From an optimization exercise on the open Yosys and OpenROAD flow, aimed at small area; shortcuts taken in it are not production practice. The RTL was checked by simulation tests, not by an equivalence proof against the original design. Power and IR drop assume default switching activity. The flow treats the clock pin as an ideal source, which a real chip does not have.

the previous run:
==> flow/design.v (excerpt) <==
module niuCpu (
    input  logic        clk,
    input  logic        reset,
    output logic [31:0] fetchAddr,
    output logic        fetchStrobe,
    input  logic [31:0] fetchData,
    output logic [31:0] dataAddr,
    output logic [31:0] dataWdata,
    output logic        dataWrite,
    input  logic [31:0] dataRdata,
    output logic        halted
);
Size: ~1700 cells after synthesis, about 0.027 mm2 of cells after synthesis.
export LEC_CHECK = 0
export CAP_MARGIN = 20
export CORE_MARGIN = 2
export CORE_UTILIZATION = 50
export SLEW_MARGIN = 20
create_clock -name core_clock -period 14.0 [get_ports {clk}]
standard.sh (not shown) runs the stock make flow with config.mk's settings and CLKGATE_MAP_FILE= SYNTH_SCRIPT=/design/flow/synth_recipe.tcl, a recipe that flattens the netlist after the stock synthesis.
==> flow/flow/run.sh <==
#!/bin/bash
# The standard layout (standard.sh) with three changes:
#  - synthesis maps the logic with an area-oriented ABC script
#    (flow/abc_area.script) in place of ORFS's delay-oriented one; everything
#    else in the synthesis, registers included, is the standard synthesis;
#  - the port buffers are the smallest buffer cell;
#  - the clock tree uses clusters of up to 30 flip-flops (70 um across) on clkbuf_16
#    buffers, without dummy loads.
# The flow's whole output goes to standard_flow.log; ORFS keeps each tool's
# log under orfs/logs/.
set -euo pipefail
W=$PWD
sed "s#^  log_cmd abc {\*}\$abc_args#  log_cmd abc -script $W/flow/abc_area.script {*}[lrange \$abc_args 2 end]#" \
    "$FLOW_HOME/scripts/synth.tcl" > "$W/synth_area.tcl"
grep -q "abc_area.script" "$W/synth_area.tcl"
sed "s#^source \$::env(SCRIPTS_DIR)/synth.tcl#source $W/synth_area.tcl#" \
    "$W/synth_recipe.tcl" > "$W/synth_recipe_area.tcl"
grep -q "synth_area.tcl" "$W/synth_recipe_area.tcl"
sed "s#SYNTH_SCRIPT=[^ ]*#SYNTH_SCRIPT=$W/synth_recipe_area.tcl#" "$W/standard.sh" > "$W/standard_area.sh"
grep -q "synth_recipe_area.tcl" "$W/standard_area.sh"
export BUFFER_PORTS_ARGS="-buffer_cell sky130_fd_sc_hd__buf_1"
export CTS_ARGS="-sink_clustering_enable -repair_clock_nets -dont_use_dummy_load -buf_list sky130_fd_sc_hd__clkbuf_16 -sink_clustering_size 30 -sink_clustering_max_diameter 70"
bash "$W/standard_area.sh" > standard_flow.log 2>&1
==> flow/flow/abc_area.script <==
strash
dc2
dch -f
amap
topo
Setup changes, the previous run to the current run
# the previous run
export LEC_CHECK = 0
export CAP_MARGIN = 20
export CORE_MARGIN = 2
export CORE_UTILIZATION = 50
export SLEW_MARGIN = 20
create_clock -name core_clock -period 14.0 [get_ports {clk}]
# the current run
export LEC_CHECK = 0
export CAP_MARGIN = 20
export CORE_MARGIN = 2
export CORE_UTILIZATION = 70
export SLEW_MARGIN = 20
create_clock -name core_clock -period 14.0 [get_ports {clk}]
-- flow/flow/run.sh --
<<< the previous run, line 6
#  - the port buffers are the smallest buffer cell;
#  - the clock tree uses clusters of up to 30 flip-flops (70 um across) on clkbuf_16
#    buffers, without dummy loads.
>>> the current run, line 6
#  - the port buffers are the smallest buffer cell;
#  - the clock tree uses clusters of up to 30 flip-flops (60 um across) on clkbuf_16
#    buffers, without dummy loads.
<<< the previous run, line 21
export BUFFER_PORTS_ARGS="-buffer_cell sky130_fd_sc_hd__buf_1"
export CTS_ARGS="-sink_clustering_enable -repair_clock_nets -dont_use_dummy_load -buf_list sky130_fd_sc_hd__clkbuf_16 -sink_clustering_size 30 -sink_clustering_max_diameter 70"
bash "$W/standard_area.sh" > standard_flow.log 2>&1
>>> the current run, line 21
export BUFFER_PORTS_ARGS="-buffer_cell sky130_fd_sc_hd__buf_1"
export CTS_ARGS="-sink_clustering_enable -repair_clock_nets -dont_use_dummy_load -buf_list sky130_fd_sc_hd__clkbuf_16 -sink_clustering_size 30 -sink_clustering_max_diameter 60"
bash "$W/standard_area.sh" > standard_flow.log 2>&1
### Flow results
Going from the previous run to the current run, multi-input combinational cell count was more or less identical, cell area -0.78%, final cell count went down by 178. Power per cell area (higher): the current run. The current run vs the previous run, first-pass GRT wire length went up by about 30%.


Another version of the RTL of niuCpu (not shown whole).
For scale: roughly 1700 cells after synthesis, roughly 1200 flip-flops, roughly 170 I/O pins, roughly 0.028 mm2 of cells after synthesis.
==> flow/config.mk <==
export PLATFORM = sky130hd
export DESIGN_NAME = niuCpu
export DESIGN_NICKNAME = niuCpu
export VERILOG_FILES = /design/flow/design.v
export SDC_FILE = /design/flow/constraint.sdc
export NUM_CORES = 4
export LEC_CHECK = 0
export CAP_MARGIN = 20
export CORE_MARGIN = 2
export CORE_UTILIZATION = 70
export SLEW_MARGIN = 20
==> flow/constraint.sdc <==
create_clock -name core_clock -period 14.0 [get_ports {clk}]
set_input_delay 2.8000 -clock core_clock [delete_from_list [all_inputs] [get_ports {clk}]]
set_output_delay 2.8000 -clock core_clock [all_outputs]
set_load 0.01 [all_outputs]
==> flow/flow/run.sh <==
#!/bin/bash
# Standard layout (the standard.sh), with two changes: the port buffers
# are the smallest buffer cell, and the clock tree uses clusters of up to 30
# flip-flops on clkbuf_16 buffers, without dummy loads. The whole output of the flow
# goes to standard_flow.log; ORFS keeps each tool's log under orfs/logs/.
set -euo pipefail
export BUFFER_PORTS_ARGS="-buffer_cell sky130_fd_sc_hd__buf_1"
export CTS_ARGS="-sink_clustering_enable -repair_clock_nets -dont_use_dummy_load -buf_list sky130_fd_sc_hd__clkbuf_16 -sink_clustering_size 30 -sink_clustering_max_diameter 80"
bash standard.sh > standard_flow.log 2>&1
The starting point completed with no timing, DRC or antenna violations.
Edit:
==> flow/flow/run.sh (replaced) <==
#!/bin/bash
# The standard layout (standard.sh) with three changes:
#  - synthesis maps the logic with an area-oriented ABC script
#    (flow/abc_area.script) in place of ORFS's delay-oriented one; everything
#    else in the synthesis, registers included, is the standard synthesis;
#  - the port buffers are the smallest buffer cell;
#  - the clock tree uses clusters of up to 30 flip-flops (60 um across) on clkbuf_16
#    buffers, without dummy loads.
# The flow's whole output goes to standard_flow.log; ORFS keeps each tool's
# log under orfs/logs/.
set -euo pipefail
W=$PWD
sed "s#^  log_cmd abc {\*}\$abc_args#  log_cmd abc -script $W/flow/abc_area.script {*}[lrange \$abc_args 2 end]#" \
    "$FLOW_HOME/scripts/synth.tcl" > "$W/synth_area.tcl"
grep -q "abc_area.script" "$W/synth_area.tcl"
sed "s#^source \$::env(SCRIPTS_DIR)/synth.tcl#source $W/synth_area.tcl#" \
    "$W/synth_recipe.tcl" > "$W/synth_recipe_area.tcl"
grep -q "synth_area.tcl" "$W/synth_recipe_area.tcl"
sed "s#SYNTH_SCRIPT=[^ ]*#SYNTH_SCRIPT=$W/synth_recipe_area.tcl#" "$W/standard.sh" > "$W/standard_area.sh"
grep -q "synth_recipe_area.tcl" "$W/standard_area.sh"
export BUFFER_PORTS_ARGS="-buffer_cell sky130_fd_sc_hd__buf_1"
export CTS_ARGS="-sink_clustering_enable -repair_clock_nets -dont_use_dummy_load -buf_list sky130_fd_sc_hd__clkbuf_16 -sink_clustering_size 30 -sink_clustering_max_diameter 60"
bash "$W/standard_area.sh" > standard_flow.log 2>&1
==> flow/flow/abc_area.script (new file) <==
strash
dc2
dch -f
amap
topo
After rerunning: The changed run completed without violations; routed wire length increases by roughly a tenth; hold slack gets better by 16 ps; first-iteration DRC count increases by a few percent; fmax barely changes; design area decreases slightly.
Edit:
==> flow/flow/run.sh (replaced) <==
#!/bin/bash
# Standard layout (the standard.sh), with two changes: the port buffers
# are the smallest buffer cell, and the clock tree uses clusters of up to 30
# flip-flops on clkbuf_16 buffers, without dummy loads. The whole output of the flow
# goes to standard_flow.log; ORFS keeps each tool's log under orfs/logs/.
set -euo pipefail
export BUFFER_PORTS_ARGS="-buffer_cell sky130_fd_sc_hd__buf_1"
export CTS_ARGS="-sink_clustering_enable -repair_clock_nets -dont_use_dummy_load -root_buf sky130_fd_sc_hd__clkbuf_16 -tree_buf sky130_fd_sc_hd__clkbuf_16 -buf_list sky130_fd_sc_hd__clkbuf_8 -sink_clustering_size 20 -sink_clustering_max_diameter 50"
bash standard.sh > standard_flow.log 2>&1
removed: flow/flow/abc_area.script
Result: Global-route usage went down by 4.6 points. Hold slack is worse by 4.4 ps. First-iteration DRC count went down by 25%. Power went down by about 6%. Critical path depth went down by 4. Setup slack is better by 52 ps. Combinational power went down by 56%. Design area went up by about 1.6%. Count of clock-buffer cells in the layout went up by 22.

[separate check: timing with driven ports]
In the flow no input, the clock included, has a driving cell. The finished layouts below were timed again as built, in two steps. Step 1 assumes that a clkbuf_16 drives the clock port and a buf_2 every other input. Step 2, shift: input delay + t, output delay - t, t = (earliest + latest rising clock arrival at the registers) / 2. This alone moves slack from input paths to output paths. Slacks: ideal ports / drivers / drivers and shift; pairs: ideal ports / drivers.
| run | t (ns) | setup WS [ns] | worst hold slack (ns) | latest minus earliest clock arrival (ns) |
|---|---|---|---|---|
| the previous run | 0.635 | 1.621 / 1.647 / 1.012 | 0.281 / 0.281 / 0.281 | 0.072 / 0.072 |
| the current run | 0.649 | 0.313 / 0.306 / -0.343 | 0.286 / 0.286 / 0.286 | 0.106 / 0.106 |
| the first run of note 2 | 0.657 | 1.832 / 1.797 / 1.140 | 0.270 / 0.270 / 0.270 | 0.120 / 0.120 |
| the second run of note 2 | 0.663 | 1.852 / 1.880 / 1.217 | 0.285 / 0.285 / 0.285 | 0.110 / 0.110 |
| the third run of note 2 | 0.622 | 1.904 / 1.863 / 1.241 | 0.281 / 0.281 / 0.281 | 0.076 / 0.076 |
With both steps, setup timing fails in the current run, where it was met with ideal ports. The setup slack of the first run of note 2, which loses most, moves by -0.035 ns with the drivers and by -0.692 ns with both steps.
